Source: an optimization exercise on an open RTL-to-GDS flow (aim: small area, a short achievable clock period and few clock cycles per item). Production flows keep margins and buffers that such runs may drop. At most, simulation tests tie the RTL to the original design; equivalence was not proved. Power is estimated from default activity; no workload was simulated.

## dac_waveform_sequencer
module dac_waveform_sequencer #(
  parameter int TABLE_DEPTH     = 20,
  parameter int SHORT_DEPTH     = 10,
  parameter int SEQUENCE_LENGTH = 6
) (
  input  logic                              clk_i,
  input  logic                              rst_ni,
  input  logic                              in_valid_i,
  output logic                              in_stall_o,
  input  logic [1:0]                        opcode_i,
  input  logic [1:0]                        table_select_i,
  input  logic [4:0]                        sample_index_i,
  input  logic [dws_pkg::SAMPLE_W-1:0]      sample_value_i,
  input  logic [dws_pkg::SEG_LIST_W-1:0]    segment_list_i,
  output logic                              out_valid_o,
  input  logic                              out_stall_i,
  output logic [dws_pkg::SAMPLE_W-1:0]      dac_value_o,
  output logic                              busy_res_o,
  output logic                              sequence_done_o,
  output logic                              refused_o,
  input  logic                              cfg_valid_i,
  output logic                              cfg_ready_o,
  input  logic [dws_pkg::CFG_INDEX_W-1:0]   cfg_index_i,
  input  logic [dws_pkg::CFG_DATA_W-1:0]    cfg_data_i
);
  localparam int SW = dws_pkg::SAMPLE_W;
  localparam int TW = dws_pkg::TIME_W;
  assign cfg_ready_o = 1'b1;
  logic clr_q;
  ...
==> flow/config.mk <==
export PLATFORM = sky130hd
export DESIGN_NAME = dac_waveform_sequencer
export DESIGN_NICKNAME = dac_waveform_sequencer
export VERILOG_FILES = /design/flow/design.v
export SDC_FILE = /design/flow/constraint.sdc
export NUM_CORES = 4
export LEC_CHECK = 0
export ABC_CLOCK_PERIOD_IN_PS = 2500
export CAP_MARGIN = 20
export CORE_MARGIN = 2
export CORE_UTILIZATION = 60
export CTS_CLUSTER_DIAMETER = 80
export CTS_CLUSTER_SIZE = 20
export PLACE_DENSITY = 0.68
export SETUP_SLACK_MARGIN = 4.1
export SLEW_MARGIN = 20
==> flow/constraint.sdc <==
create_clock -name core_clock -period 6.5 [get_ports {clk_i}]
set_input_delay 1.3000 -clock core_clock [delete_from_list [all_inputs] [get_ports {clk_i}]]
set_output_delay 1.3000 -clock core_clock [all_outputs]
set_load 0.01 [all_outputs]
run.sh (not shown) runs the stock make flow with config.mk's settings and CLKGATE_MAP_FILE= SYNTH_SCRIPT=/design/flow/synth_recipe.tcl, a recipe that flattens the netlist after the stock synthesis.
Testbench counts at the start, summed over its fixed seeds: cycles 110,850, items 110,722.
==> next run, changes <==
- SETUP_SLACK_MARGIN: 4.1 -> 4.0
=>
- core utilization came out lower by 0.76 points
- synthesized cell count is unchanged
- combinational power decreases by about 6%
- setup slack gets worse by 0.031 ns
- total power drops by 1.8%
- non-clock buffer count came out lower by 15
- global-route usage is about the same
==> next run, changes <==
- CTS_CLUSTER_DIAMETER: 80 -> 60
- CTS_CLUSTER_SIZE: 20 -> 24
- SETUP_SLACK_MARGIN: 4.0 -> 4.1
Worst hold slack loses 0.012 ns.
Synthesized cell count stays the same.
Total power increases by 5.7%.
Combinational power went up by 8.0%.
Clock-buffer cell count shrinks by 1.
Setup slack gets better by 0.020 ns.
Routed wire length goes up by 2.0%.
Clock power rose by 17%.
Via count goes up by 0.49%.
Cell count climbs by about 1.7%.
==> next run, changes <==
- CORE_UTILIZATION: 60 -> 70
- CTS_CLUSTER_DIAMETER: 60 -> 80
- CTS_CLUSTER_SIZE: 24 -> 20
- PLACE_DENSITY: 0.68 -> 0.78
After rerunning:
- cell count drops by a few percent
- flip-flop and latch count stays the same
- worst setup slack gains 0.0083 ns
- via count rose by a few percent


## cedar
Another version of the RTL of dac_waveform_sequencer (not shown whole).
Size in the first run: roughly 2200 cells after synthesis, roughly 790 flip-flops.
clock: 6.5 ns
lec_check: 0
abc_clock_period_in_ps: 2500
cap_margin: 20
core_margin: 2
core_utilization: 60
place_density: 0.68
setup_slack_margin: 3.95
slew_margin: 20
Testbench counts of cedar, summed over its fixed seeds: cycles 110,850, items 110,722.
diff inputs: cedar => willow
- SETUP_SLACK_MARGIN now 4.2, was 3.95
- CORE_UTILIZATION now 40, was 60
- ABC_CLOCK_PERIOD_IN_PS now 2300, was 2500
- PLACE_DENSITY no longer set, was 0.68
[compare] base=cedar new=willow: register area neither gained nor lost much, number of clock-tree buffers in the layout picked up an extra 3, worst setup slack lost 130 ps, transition time of the tightest slew-check pin lost 33 ps, utilization after layout lost 21 points.
The final net count in willow sits 3.5% above the value recorded for cedar.
Comparing willow and cedar, the lower sequential share of layout area is on willow.
Inputs modified between willow and nickel:
- setting PLACE_DENSITY to 0.68 for the first time
- changing CORE_UTILIZATION from 40 to 60
## What came out
Re flip-flop and latch count after synthesis: no difference whatsoever between nickel and willow. Post-route worst setup slack: lower on willow. Compared with willow, nickel shows a higher met3 wire length. From willow to nickel the numbers moved as follows: critical path depth up 1; final-layout worst hold slack +15 ps. Against willow, total power consumption of the routed design in nickel came out worse. Comparing willow and nickel, count of TritonRoute iterations in the first routing pass is higher on nickel.
[inputs] ember vs nickel
- putting CTS_CLUSTER_DIAMETER at 60 where nothing was set
- swapping 2300 for 2500 in ABC_CLOCK_PERIOD_IN_PS
- putting CTS_CLUSTER_SIZE at 24 where nothing was set
- swapping 4.2 for 4.1 in SETUP_SLACK_MARGIN
## What came out
- ember | status: complete | timing, DRC, antenna: pass
- Number of core rows essentially unchanged between nickel and ember.
- NOTE: total power in ember falls short of that of nickel
- Compared with nickel, ember shows a lower leakage power figure.
- ember ended with more final cycle utilization of the critical path than nickel.
- Stage delay of the slowest cell on the critical path in ember is 70 ps above nickel.
- Going from nickel to ember, last weighted congestion value of the routability-driven placer shows an increase of about 0.4%, area fraction of clock buffers and clock inverters shows a reduction of 2.5 points.


## lane 3
Another version of the RTL of dac_waveform_sequencer (not shown whole).
Size: ~760 flip-flops, about 72 I/O pins, ~33000 sq um of cells after synthesis.
clock: 6.5 ns
lec_check: 0
abc_clock_period_in_ps: 2000
cap_margin: 20
core_margin: 2
core_utilization: 55
setup_slack_margin: 4.2
slew_margin: 20
Lane 3: flow completed, timing, DRC and antenna clean
### lane 3 -> lane 1
Settings: CORE_UTILIZATION: 55 -> 40; ABC_CLOCK_PERIOD_IN_PS: 2000 -> 2500; SETUP_SLACK_MARGIN: 4.2 -> 3.8.
==> run notes <==
Taking lane 3 as the reference, in lane 1 share of the cycle needed by the critical path after routing dropped 0.78 points, maximum frequency went up by 0.0035 GHz, layout-stage area growth over the synthesis result +0.71 points, count of clock-buffer cells in the layout has increased. Sequential share of layout area (higher): lane 3. The proportion of final cell area spent on non-clock buffers of lane 1 is lower than that of lane 3. Lane 1 ended with less per-cell via count in the routed design than lane 3.
No functional check of the RTL was part of any run of this note.

## separate check: timing with driven ports
Ports are ideal in the flow. The routed layouts listed here were re-timed in OpenROAD. Step 1 (the two cells are an assumption about what drives the block):
set clk [get_ports {clk_i}]
set_driving_cell -lib_cell sky130_fd_sc_hd__clkbuf_16 $clk
set_driving_cell -lib_cell sky130_fd_sc_hd__buf_2 [delete_from_list [all_inputs] $clk]
Step 2 also shifts input and output timing later by t, the mid clock arrival at the registers, as if the neighbouring blocks saw the same clock. Three values: ideal ports, drivers, drivers and shift; two values: the first two.
| run | t (ns) | setup slack, ns | worst register clock-pin slew, ns | worst slew at a driven data input, ns | cell pins on the clock port's net |
|---|---|---|---|---|---|
| the first run of note 1 | 0.669 | 4.005 / 3.947 / 3.476 | 0.09 / 0.09 | 0.05 | 1 |
| the second run of note 1 | 0.673 | 3.974 / 3.943 / 3.401 | 0.09 / 0.09 | 0.06 | 1 |
| the third run of note 1 | 0.680 | 3.994 / 3.930 / 3.444 | 0.10 / 0.10 | 0.05 | 1 |
| the fourth run of note 1 | 0.667 | 4.002 / 3.941 / 3.403 | 0.09 / 0.09 | 0.05 | 1 |
| cedar | 0.683 | 3.939 / 3.932 / 3.302 | 0.07 / 0.07 | 0.05 | 1 |
| willow | 0.707 | 3.811 / 3.811 / 3.570 | 0.07 / 0.07 | 0.08 | 1 |
| nickel | 0.704 | 3.945 / 3.945 / 3.561 | 0.07 / 0.07 | 0.05 | 1 |
| ember | 0.675 | 3.834 / 3.834 / 3.481 | 0.10 / 0.10 | 0.05 | 1 |
| lane 3 | 0.721 | 2.692 / 2.692 / 2.692 | 0.07 / 0.07 | 0.07 | 1 |
| lane 1 | 0.709 | 2.743 / 2.743 / 2.743 | 0.07 / 0.07 | 0.04 | 1 |
After both steps every run listed still meets setup and hold. The setup slack of cedar, which loses most, moves by -0.007 ns with the drivers and by -0.637 ns with both steps.
